Background: an optimization exercise with open tools, aiming at small area, a short achievable clock period and few clock cycles per item. Do not read the settings as production practice. Only simulation tests tie the RTL to the original design; equivalence was not proved.

==> inputs of v3 <==
==> flow/design.v <==
package sle_pkg;
  localparam int DEPTH = 16;
  localparam int VAL_W = 32;
  localparam int POS_W = 8;
  localparam int OP_W  = 3;
  localparam int ST_W  = 2;
  localparam int CNT_W = $clog2(DEPTH + 1);
  localparam logic [OP_W-1:0] OP_PUSH_FRONT   = 3'd0;
  localparam logic [OP_W-1:0] OP_PUSH_BACK    = 3'd1;
  localparam logic [OP_W-1:0] OP_SORT_INSERT  = 3'd2;
  localparam logic [OP_W-1:0] OP_POP_FRONT    = 3'd3;
  localparam logic [OP_W-1:0] OP_POP_BACK     = 3'd4;
  localparam logic [OP_W-1:0] OP_REMOVE_VALUE = 3'd5;
  localparam logic [OP_W-1:0] OP_REMOVE_POS   = 3'd6;
  localparam logic [OP_W-1:0] OP_NONE         = 3'd7;
  localparam logic [ST_W-1:0] ST_OK       = 2'd0;
  localparam logic [ST_W-1:0] ST_EMPTY    = 2'd1;
  localparam logic [ST_W-1:0] ST_FULL     = 2'd2;
  localparam logic [ST_W-1:0] ST_NOTFOUND = 2'd3;
endpackage
import sle_pkg::*;
module sle_cell (
  input  logic                    clk,
  input  logic                    sel_hold,
  input  logic                    sel_left,
  input  logic                    sel_value,
  input  logic                    sel_right,
  input  logic signed [VAL_W-1:0] left_entry,
  input  logic signed [VAL_W-1:0] value,
  input  logic signed [VAL_W-1:0] right_entry,
  output logic signed [VAL_W-1:0] entry
);
  always_ff @(posedge clk) begin
    entry <= (entry & {VAL_W{sel_hold}}) | (left_entry & {VAL_W{sel_left}}) |
             (value & {VAL_W{sel_value}}) | (right_entry & {VAL_W{sel_right}});
  end
endmodule
module sle_cmp (
  input  logic [VAL_W-1:0] a,
  input  logic [VAL_W-1:0] b,
  output logic             ge,
  output logic             eq
);
  logic [VAL_W:0] diff;
  assign diff = {1'b0, ~a[VAL_W-1], a[VAL_W-2:0]} - {1'b0, ~b[VAL_W-1], b[VAL_W-2:0]};
  assign ge   = !diff[VAL_W];
  assign eq   = a == b;
endmodule
import sle_pkg::*;
module sorted_list_engine (
  input  logic                    clk,
  input  logic                    rst,
  input  logic                    in_valid,
  output logic                    in_ready,
  input  logic [OP_W-1:0]         operation,
  input  logic signed [VAL_W-1:0] value,
  input  logic [POS_W-1:0]        position,
  output logic                    out_valid,
  input  logic                    out_ready,
  output logic [ST_W-1:0]         status,
  output logic [CNT_W-1:0]        count,
  output logic signed [VAL_W-1:0] front_value,
  output logic signed [VAL_W-1:0] back_value
);
  logic                    p_valid;
  logic [OP_W-1:0]         p_op;
  logic signed [VAL_W-1:0] p_val;
  logic [POS_W-1:0]        p_pos;
  logic                    q_valid;
  logic [OP_W-1:0]         q_op;
  logic signed [VAL_W-1:0] q_val;
  logic [POS_W-1:0]        q_pos;
  logic                    q_si, q_cmp_op, q_tail, q_head, q_rmp;   
  logic [DEPTH-1:0]        q_cmp;        
  logic                    q_cmp_q;      
  logic                    b_valid;
  logic                    b_ins, b_pop, b_popb, b_del, b_rm;   
  logic signed [VAL_W-1:0] b_val;
  logic [DEPTH-1:0]        b_at;         
  logic [DEPTH-1:0]        in_range;
  logic [DEPTH-1:0]        in_range_next;
  logic [CNT_W-1:0]        cnt_reg;
  logic [ST_W-1:0]         st_reg;
  logic signed [VAL_W-1:0] back_reg;
  logic signed [VAL_W-1:0] cell_entry [DEPTH];
  logic go;       
  logic apply;    
  assign go       = !out_valid || out_ready;
  assign apply    = b_valid && go;
  assign in_ready = go;
  always_ff @(posedge clk) begin
    if (rst) begin
      p_valid <= 1'b0;
      q_valid <= 1'b0;
      b_valid <= 1'b0;
    end else begin
      if (go) begin
        p_valid <= in_valid;
        q_valid <= p_valid;
        b_valid <= q_valid;
      end
    end
  end
  always_ff @(posedge clk) begin
    if (go) begin
      p_op  <= operation;
      p_val <= value;
      p_pos <= position;
      q_op  <= p_op;
      q_val <= p_val;
      q_pos <= p_pos;
      b_ins  <= q_op == OP_PUSH_FRONT || q_op == OP_PUSH_BACK || q_op == OP_SORT_INSERT;
      b_pop  <= q_op == OP_POP_FRONT || q_op == OP_POP_BACK;
      b_popb <= q_op == OP_POP_BACK;
      b_rm   <= q_op == OP_REMOVE_VALUE || q_op == OP_REMOVE_POS;
      b_del  <= q_op == OP_POP_FRONT || q_op == OP_REMOVE_VALUE || q_op == OP_REMOVE_POS;
      q_si     <= p_op == OP_SORT_INSERT;
      q_cmp_op <= p_op == OP_SORT_INSERT || p_op == OP_REMOVE_VALUE;
      q_tail   <= p_op == OP_SORT_INSERT || p_op == OP_PUSH_BACK;
      q_head   <= p_op == OP_PUSH_FRONT || p_op == OP_POP_FRONT;
      q_rmp    <= p_op == OP_REMOVE_POS;
      b_val <= q_val;
    end
  end
  function automatic logic [DEPTH-1:0] move_marks(input logic [DEPTH-1:0] m,
                                                  input logic             m_ins,
                                                  input logic [DEPTH-1:0] at,
                                                  input logic             ins,
                                                  input logic             del);
    logic [DEPTH-1:0] bef;
    bef = {at[DEPTH-2:0], 1'b0};
    move_marks = (m & ~({DEPTH{ins || del}} & at)) |
           ({m[DEPTH-2:0], 1'b0} & {DEPTH{ins}} & bef) |
           ({DEPTH{m_ins && ins}} & at & ~bef) |
           ({m[DEPTH-1], m[DEPTH-1:1]} & {DEPTH{del}} & at);
  endfunction
  logic full, empty;
  assign full   = in_range[DEPTH-1];
  assign empty  = !in_range[0];
  logic ins_ok, do_ins, do_del;
  assign ins_ok = b_valid && b_ins && !full;
  assign do_ins = go && ins_ok;
  assign do_del = apply && b_del;
  logic [DEPTH-1:0] b_before;
  assign b_before = {b_at[DEPTH-2:0], 1'b0};
  logic [DEPTH-1:0] sel_hold, sel_left, sel_value, sel_right;
  logic             clear;   
  for (genvar i = 0; i < DEPTH; i++) begin : g_cell
    assign sel_hold[i]  = !((do_ins || do_del) && b_at[i]) && !(i == 0 && clear);
    assign sel_left[i]  = do_ins && b_before[i];
    assign sel_value[i] = do_ins && b_at[i] && !b_before[i];
    assign sel_right[i] = do_del && b_at[i] && !(i == 0 && clear);
    sle_cell u_cell (
      .clk         (clk),
      .sel_hold    (sel_hold[i]),
      .sel_left    (sel_left[i]),
      .sel_value   (sel_value[i]),
      .sel_right   (sel_right[i]),
      .left_entry  ((i == 0) ? b_val : cell_entry[(i == 0) ? 0 : i - 1]),
      .value       (b_val),
      .right_entry ((i == DEPTH - 1) ? cell_entry[i] : cell_entry[(i == DEPTH - 1) ? i : i + 1]),
      .entry       (cell_entry[i])
    );
  end
  logic found;
  logic grow, shrink;
  logic [ST_W-1:0] st_next;
  assign found  = |(b_at & in_range);
  assign grow   = b_ins && !full;
  assign shrink = !empty && (b_pop || (b_rm && found));
  always_comb begin
    st_next = ST_OK;
    if (b_ins && full) begin
      st_next = ST_FULL;
    end else if ((b_pop || b_rm) && empty) begin
      st_next = ST_EMPTY;
    end else if (b_rm && !found) begin
      st_next = ST_NOTFOUND;
    end
  end
  logic [DEPTH-1:0] in_range_moved;
  always_comb begin
    in_range_moved = in_range;
    if (b_valid && grow) begin
      in_range_moved = {in_range[DEPTH-2:0], 1'b1};
    end else if (b_valid && shrink) begin
      in_range_moved = {1'b0, in_range[DEPTH-1:1]};
    end
  end
  always_comb begin
    in_range_next = in_range;
    if (apply && grow) begin
      in_range_next = {in_range[DEPTH-2:0], 1'b1};
    end else if (apply && shrink) begin
      in_range_next = {1'b0, in_range[DEPTH-1:1]};
    end
  end
  logic [CNT_W-1:0] cnt_inc, cnt_dec;
  assign cnt_inc = cnt_reg + CNT_W'(1);
  assign cnt_dec = cnt_reg - CNT_W'(1);
  always_ff @(posedge clk) begin
    if (rst) begin
      in_range  <= '0;
      cnt_reg   <= '0;
      out_valid <= 1'b0;
    end else begin
      in_range <= in_range_next;
      if (apply && grow) begin
        cnt_reg <= cnt_inc;
      end else if (apply && shrink) begin
        cnt_reg <= cnt_dec;
      end
      out_valid <= apply || (out_valid && !out_ready);
    end
  end
  always_ff @(posedge clk) begin
    if (apply) begin
      st_reg <= st_next;
    end
  end
  logic [DEPTH-1:0]        is_last, is_prev;
  logic signed [VAL_W-1:0] prev_entry;
  logic                    back_ins, back_del;
  for (genvar i = 0; i < DEPTH; i++) begin : g_last
    assign is_last[i] = in_range[i] && ((i == DEPTH - 1) ? 1'b1 : !in_range[(i == DEPTH - 1) ? i : i + 1]);
    assign is_prev[i] = (i == DEPTH - 1) ? 1'b0 : is_last[(i == DEPTH - 1) ? i : i + 1];
  end
  logic [DEPTH:0][VAL_W-1:0] prev_acc;
  assign prev_acc[0] = '0;
  for (genvar i = 0; i < DEPTH; i++) begin : g_prev
    assign prev_acc[i+1] = prev_acc[i] | (cell_entry[i] & {VAL_W{is_prev[i]}});
  end
  assign prev_entry = prev_acc[DEPTH];
  assign clear    = apply && !in_range_next[0];
  assign back_ins = do_ins && !found;
  assign back_del = apply && !empty &&
                    (b_popb || (b_del && found && !(|(b_at & in_range & ~is_last))));
  always_ff @(posedge clk) begin
    if (clear) begin
      back_reg <= '0;
    end else if (back_ins) begin
      back_reg <= b_val;
    end else if (back_del) begin
      back_reg <= prev_entry;
    end
  end
  assign back_value  = back_reg;
  assign front_value = cell_entry[0];
  assign count       = cnt_reg;
  assign status      = st_reg;
  logic             p_si;
  logic [DEPTH-1:0] p_ge, p_eq;
  logic             pb_ge, pb_eq, pq_ge, pq_eq;
  assign p_si = p_op == OP_SORT_INSERT;
  for (genvar i = 0; i < DEPTH; i++) begin : g_cmp
    sle_cmp u_cmp (.a(cell_entry[i]), .b(p_val), .ge(p_ge[i]), .eq(p_eq[i]));
  end
  sle_cmp u_cmp_b (.a(b_val), .b(p_val), .ge(pb_ge), .eq(pb_eq));
  sle_cmp u_cmp_q (.a(q_val), .b(p_val), .ge(pq_ge), .eq(pq_eq));
  always_ff @(posedge clk) begin
    if (go) begin
      q_cmp    <= move_marks(p_si ? p_ge : p_eq, p_si ? pb_ge : pb_eq, b_at, ins_ok,
                             b_valid && b_del);
      q_cmp_q  <= p_si ? pq_ge : pq_eq;
    end
  end
  logic [DEPTH-1:0] q_cmp_2, q_mark, q_at;
  assign q_cmp_2 = move_marks(q_cmp, q_cmp_q, b_at, ins_ok, b_valid && b_del);
  for (genvar i = 0; i < DEPTH; i++) begin : g_qmark
    assign q_mark[i] = (q_cmp_op && q_cmp_2[i]) || (q_tail && !in_range_moved[i]) ||
                       (q_rmp && q_pos == POS_W'(i + 1)) || (q_head && i == 0);
    assign q_at[i]   = |q_mark[i:0];
  end
  always_ff @(posedge clk) begin
    if (go) begin
      b_at <= q_at;
    end
  end
endmodule
==> flow/flow/run.sh <==
#!/bin/bash
# Standard layout, with the resizer free to change a cell's footprint (so the port buffers
# can be resized), plain buffers on the ports, and a clock tree with larger sink clusters
# and no dummy loads.
bash standard.sh MATCH_CELL_FOOTPRINT=0 \
  "BUFFER_PORTS_ARGS=-buffer_cell sky130_fd_sc_hd__buf_4" \
  "CTS_ARGS=-sink_clustering_enable -repair_clock_nets -dont_use_dummy_load -sink_clustering_size 20 -sink_clustering_max_diameter 100 -buf_list sky130_fd_sc_hd__clkbuf_16" \
  finish > standard_run.log 2>&1
==> flow/standard.sh <==
#!/bin/bash
# synth_recipe.tcl (not shown) runs the flow's synth.tcl, then flattens the netlist and writes it again
# the make line also repeats each setting of config.mk as NAME=value (left out here)
make -C /OpenROAD-flow-scripts/flow DESIGN_CONFIG=/design/flow/config.mk WORK_HOME=/design/flow/orfs CLKGATE_MAP_FILE= SYNTH_SCRIPT=/design/flow/synth_recipe.tcl "${@:-finish}"
==> flow/config.mk <==
export PLATFORM = sky130hd
export DESIGN_NAME = sorted_list_engine
export DESIGN_NICKNAME = sorted_list_engine
export VERILOG_FILES = /design/flow/design.v
export SDC_FILE = /design/flow/constraint.sdc
export NUM_CORES = 4
export LEC_CHECK = 0
export CAP_MARGIN = 20
export CORE_MARGIN = 2
export CORE_UTILIZATION = 45
export SETUP_SLACK_MARGIN = 3.6
export SLEW_MARGIN = 20
export TNS_END_PERCENT = 0
==> flow/constraint.sdc <==
create_clock -name core_clock -period 6.5 [get_ports {clk}]
set_input_delay 1.3000 -clock core_clock [delete_from_list [all_inputs] [get_ports {clk}]]
set_output_delay 1.3000 -clock core_clock [all_outputs]
set_load 0.01 [all_outputs]
==> inputs of v19, as changes to v3 <==
==> flow/design.v, changed modules only <==
module sorted_list_engine (
  input  logic                    clk,
  input  logic                    rst,
  input  logic                    in_valid,
  output logic                    in_ready,
  input  logic [OP_W-1:0]         operation,
  input  logic signed [VAL_W-1:0] value,
  input  logic [POS_W-1:0]        position,
  output logic                    out_valid,
  input  logic                    out_ready,
  output logic [ST_W-1:0]         status,
  output logic [CNT_W-1:0]        count,
  output logic signed [VAL_W-1:0] front_value,
  output logic signed [VAL_W-1:0] back_value
);
  logic                    s_valid;
  logic [OP_W-1:0]         s_op;
  logic signed [VAL_W-1:0] s_val;
  logic [POS_W-1:0]        s_pos;
  logic                    p_valid;
  logic [OP_W-1:0]         p_op;
  logic signed [VAL_W-1:0] p_val;
  logic [POS_W-1:0]        p_pos;
  logic                    q_valid;
  logic [OP_W-1:0]         q_op;
  logic signed [VAL_W-1:0] q_val;
  logic [POS_W-1:0]        q_pos;
  logic [DEPTH-1:0]        q_cmp;        
  logic                    q_cmp_b;      
  logic                    q_cmp_q;      
  logic [DEPTH-1:0]        q_sh_at;      
  logic                    q_sh_ins;
  logic                    q_sh_del;
  logic                    b_valid;
  logic [OP_W-1:0]         b_op;
  logic signed [VAL_W-1:0] b_val;
  logic [DEPTH-1:0]        b_at;         
  logic [DEPTH-1:0]        in_range;
  logic [DEPTH-1:0]        in_range_next;
  logic [CNT_W-1:0]        cnt_reg;
  logic [ST_W-1:0]         st_reg;
  logic signed [VAL_W-1:0] back_reg;
  logic signed [VAL_W-1:0] cell_entry [DEPTH];
  logic go;       
  logic apply;    
  assign go       = !out_valid || out_ready;
  assign apply    = b_valid && go;
  assign in_ready = !s_valid;
  always_ff @(posedge clk) begin
    if (rst) begin
      s_valid <= 1'b0;
      p_valid <= 1'b0;
      q_valid <= 1'b0;
      b_valid <= 1'b0;
    end else begin
      s_valid <= (s_valid || in_valid) && !go;
      if (go) begin
        p_valid <= s_valid || in_valid;
        q_valid <= p_valid;
        b_valid <= q_valid;
      end
    end
  end
  always_ff @(posedge clk) begin
    if (!s_valid) begin
      s_op  <= operation;
      s_val <= value;
      s_pos <= position;
    end
    if (go) begin
      if (s_valid) begin
        p_op  <= s_op;
        p_val <= s_val;
        p_pos <= s_pos;
      end else begin
        p_op  <= operation;
        p_val <= value;
        p_pos <= position;
      end
      q_op  <= p_op;
      q_val <= p_val;
      q_pos <= p_pos;
      b_op  <= q_op;
      b_val <= q_val;
    end
  end
  logic b_ins, b_pop, b_popb, b_del, b_rm;
  logic full, empty;
  assign b_ins  = b_op == OP_PUSH_FRONT || b_op == OP_PUSH_BACK || b_op == OP_SORT_INSERT;
  assign b_pop  = b_op == OP_POP_FRONT || b_op == OP_POP_BACK;
  assign b_popb = b_op == OP_POP_BACK;
  assign b_rm   = b_op == OP_REMOVE_VALUE || b_op == OP_REMOVE_POS;
  assign b_del  = b_op == OP_POP_FRONT || b_rm;
  assign full   = in_range[DEPTH-1];
  assign empty  = !in_range[0];
  logic ins_ok, do_ins, do_del;
  assign ins_ok = b_valid && b_ins && !full;
  assign do_ins = go && ins_ok;
  assign do_del = apply && b_del;
  logic [DEPTH-1:0] b_before;
  assign b_before = {b_at[DEPTH-2:0], 1'b0};
  logic [DEPTH-1:0] sel_hold, sel_left, sel_value, sel_right;
  logic             clear;   
  for (genvar i = 0; i < DEPTH; i++) begin : g_cell
    assign sel_hold[i]  = !((do_ins || do_del) && b_at[i]) && !(i == 0 && clear);
    assign sel_left[i]  = do_ins && b_before[i];
    assign sel_value[i] = do_ins && b_at[i] && !b_before[i];
    assign sel_right[i] = do_del && b_at[i] && !(i == 0 && clear);
    sle_cell u_cell (
      .clk         (clk),
      .sel_hold    (sel_hold[i]),
      .sel_left    (sel_left[i]),
      .sel_value   (sel_value[i]),
      .sel_right   (sel_right[i]),
      .left_entry  ((i == 0) ? b_val : cell_entry[(i == 0) ? 0 : i - 1]),
      .value       (b_val),
      .right_entry ((i == DEPTH - 1) ? cell_entry[i] : cell_entry[(i == DEPTH - 1) ? i : i + 1]),
      .entry       (cell_entry[i])
    );
  end
  logic found;
  logic grow, shrink;
  logic [ST_W-1:0] st_next;
  assign found  = |(b_at & in_range);
  assign grow   = b_ins && !full;
  assign shrink = !empty && (b_pop || (b_rm && found));
  always_comb begin
    st_next = ST_OK;
    if (b_ins && full) begin
      st_next = ST_FULL;
    end else if ((b_pop || b_rm) && empty) begin
      st_next = ST_EMPTY;
    end else if (b_rm && !found) begin
      st_next = ST_NOTFOUND;
    end
  end
  logic [DEPTH-1:0] in_range_moved;
  always_comb begin
    in_range_moved = in_range;
    if (b_valid && grow) begin
      in_range_moved = {in_range[DEPTH-2:0], 1'b1};
    end else if (b_valid && shrink) begin
      in_range_moved = {1'b0, in_range[DEPTH-1:1]};
    end
  end
  always_comb begin
    in_range_next = in_range;
    if (apply && grow) begin
      in_range_next = {in_range[DEPTH-2:0], 1'b1};
    end else if (apply && shrink) begin
      in_range_next = {1'b0, in_range[DEPTH-1:1]};
    end
  end
  always_ff @(posedge clk) begin
    if (rst) begin
      in_range  <= '0;
      cnt_reg   <= '0;
      out_valid <= 1'b0;
    end else begin
      in_range <= in_range_next;
      if (apply && grow) begin
        cnt_reg <= cnt_reg + CNT_W'(1);
      end else if (apply && shrink) begin
        cnt_reg <= cnt_reg - CNT_W'(1);
      end
      out_valid <= apply || (out_valid && !out_ready);
    end
  end
  always_ff @(posedge clk) begin
    if (apply) begin
      st_reg <= st_next;
    end
  end
  logic [DEPTH-1:0]        is_last, is_prev;
  logic signed [VAL_W-1:0] prev_entry;
  logic                    back_ins, back_del;
  for (genvar i = 0; i < DEPTH; i++) begin : g_last
    assign is_last[i] = in_range[i] && ((i == DEPTH - 1) ? 1'b1 : !in_range[(i == DEPTH - 1) ? i : i + 1]);
    assign is_prev[i] = (i == DEPTH - 1) ? 1'b0 : is_last[(i == DEPTH - 1) ? i : i + 1];
  end
  logic [DEPTH:0][VAL_W-1:0] prev_acc;
  assign prev_acc[0] = '0;
  for (genvar i = 0; i < DEPTH; i++) begin : g_prev
    assign prev_acc[i+1] = prev_acc[i] | (cell_entry[i] & {VAL_W{is_prev[i]}});
  end
  assign prev_entry = prev_acc[DEPTH];
  assign clear    = apply && !in_range_next[0];
  assign back_ins = do_ins && !found;
  assign back_del = apply && !empty &&
                    (b_popb || (b_del && found && !(|(b_at & in_range & ~is_last))));
  always_ff @(posedge clk) begin
    if (clear) begin
      back_reg <= '0;
    end else if (back_ins) begin
      back_reg <= b_val;
    end else if (back_del) begin
      back_reg <= prev_entry;
    end
  end
  assign back_value  = back_reg;
  assign front_value = cell_entry[0];
  assign count       = cnt_reg;
  assign status      = st_reg;
  logic             p_si;
  logic [DEPTH-1:0] p_ge, p_eq;
  logic             pb_ge, pb_eq, pq_ge, pq_eq;
  assign p_si = p_op == OP_SORT_INSERT;
  for (genvar i = 0; i < DEPTH; i++) begin : g_cmp
    sle_cmp u_cmp (.a(cell_entry[i]), .b(p_val), .ge(p_ge[i]), .eq(p_eq[i]));
  end
  sle_cmp u_cmp_b (.a(b_val), .b(p_val), .ge(pb_ge), .eq(pb_eq));
  sle_cmp u_cmp_q (.a(q_val), .b(p_val), .ge(pq_ge), .eq(pq_eq));
  always_ff @(posedge clk) begin
    if (go) begin
      q_cmp    <= p_si ? p_ge : p_eq;
      q_cmp_b  <= p_si ? pb_ge : pb_eq;
      q_cmp_q  <= p_si ? pq_ge : pq_eq;
      q_sh_at  <= b_at;
      q_sh_ins <= ins_ok;
      q_sh_del <= b_valid && b_del;
    end
  end
  function automatic logic [DEPTH-1:0] move_marks(input logic [DEPTH-1:0] m,
                                                  input logic             m_ins,
                                                  input logic [DEPTH-1:0] at,
                                                  input logic             ins,
                                                  input logic             del);
    logic [DEPTH-1:0] bef;
    bef = {at[DEPTH-2:0], 1'b0};
    move_marks = (m & ~({DEPTH{ins || del}} & at)) |
           ({m[DEPTH-2:0], 1'b0} & {DEPTH{ins}} & bef) |
           ({DEPTH{m_ins && ins}} & at & ~bef) |
           ({m[DEPTH-1], m[DEPTH-1:1]} & {DEPTH{del}} & at);
  endfunction
  logic             q_si, q_cmp_op, q_tail, q_head, q_rmp;
  logic [DEPTH-1:0] q_cmp_1, q_cmp_2, q_mark, q_at;
  assign q_si     = q_op == OP_SORT_INSERT;
  assign q_cmp_op = q_si || q_op == OP_REMOVE_VALUE;
  assign q_tail   = q_si || q_op == OP_PUSH_BACK;
  assign q_head   = q_op == OP_PUSH_FRONT || q_op == OP_POP_FRONT;
  assign q_rmp    = q_op == OP_REMOVE_POS;
  assign q_cmp_1 = move_marks(q_cmp, q_cmp_b, q_sh_at, q_sh_ins, q_sh_del);
  assign q_cmp_2 = move_marks(q_cmp_1, q_cmp_q, b_at, ins_ok, b_valid && b_del);
  for (genvar i = 0; i < DEPTH; i++) begin : g_qmark
    assign q_mark[i] = (q_cmp_op && q_cmp_2[i]) || (q_tail && !in_range_moved[i]) ||
                       (q_rmp && q_pos == POS_W'(i + 1)) || (q_head && i == 0);
    assign q_at[i]   = |q_mark[i:0];
  end
  always_ff @(posedge clk) begin
    if (go) begin
      b_at <= q_at;
    end
  end
endmodule
==> flow/flow/run.sh (replaced) <==
#!/bin/bash
# Standard layout, with the resizer free to change a cell's footprint (so the port buffers
# can be resized) and plain buffers on the ports.
bash standard.sh MATCH_CELL_FOOTPRINT=0 "BUFFER_PORTS_ARGS=-buffer_cell sky130_fd_sc_hd__buf_4" finish > standard_run.log 2>&1
Settings changed: CORE_UTILIZATION 45 to 40, TNS_END_PERCENT 0 to unset.
==> reports/metrics.yaml <==
run_status:
  status: "complete, no violations"
sta:
  finalCritPeriodShare_pct: 53.4
  fin_crit_ns: 3.47
layout:
  seq_share_pct: 30.7
  stdcell_area_um2: 57200
  register_area_um2: 17600
synth:
  synthSimpleGateAreaFrac_pct: 17.5
  synth_top_cells_by_count: "1171 x nand2_1, 613 x dfxtp_1, 579 x ha_1"
route:
  drt_wl_total_um: 242000
worst_hold_path:
  worstHoldStart: "p_pos[5]"
die:
  initial_core_util_pct: 40.2
  core_area_um2: 118000
  n_tap_cell: 1536
global_routing:
  grt.met2_usage_pct: 53.2
[end of results for v19]
==> reports/metrics.yaml <==
layout:
  register_area_um2: 16300
  stdcell_area_um2: 51000
  seq_share_pct: 31.9
  clkCellAreaFrac_pct: 2.16
sta:
  finalCritPeriodShare_pct: 53.2
  setup_viol: 0
route:
  drt_wl_total_um: 231000
die:
  core_area_um2: 100000
  n_tap_cell: 1357
  initial_core_util_pct: 45.5
synth:
  synth_top_family_by_area: "compound AO/OA/AOI/OAI gates"
  synth_compound_gate_area_share_pct: 25.9
  synth_top_cells_by_count: "1050 x nand2_1, 579 x ha_1, 569 x dfxtp_1"
worst_hold_path:
  worstHoldStart: "p_pos[7]"
run_status:
  status: "complete, no violations"
[end of results for v3]
Testbench counts of v3, summed over its fixed seeds: cycles 16,032, items 16,000.
Testbench counts of v19, summed over its fixed seeds: cycles 16,032, items 16,000.

## what the ideal ports hide
Ports are ideal in the flow. The routed layouts listed here were re-timed in OpenROAD. Step 1 sets driving cells, clkbuf_16 on the clock port and buf_2 on the other inputs (assumed; they add their load-dependent delay and slew). Step 2, shift: input delay + t, output delay - t, t = (earliest + latest rising clock arrival at the registers) / 2. This alone moves slack from input paths to output paths. a / b / c = ideal ports / drivers / drivers and shift; a / b = the first two.
| run | t, ns | slack for setup (ns) | worst setup path at the end | worst data-port slew with drivers (ns) |
|---|---|---|---|---|
| v3 | 0.744 | 3.040 / 3.040 / 2.466 | input to register | 0.05 |
| v19 | 0.814 | 3.027 / 3.027 / 2.567 | input to register | 0.10 |
After both steps every run listed still meets setup and hold. For v3, which loses most, drivers alone change the setup slack by 0.000 ns; drivers and shift together by -0.574 ns.
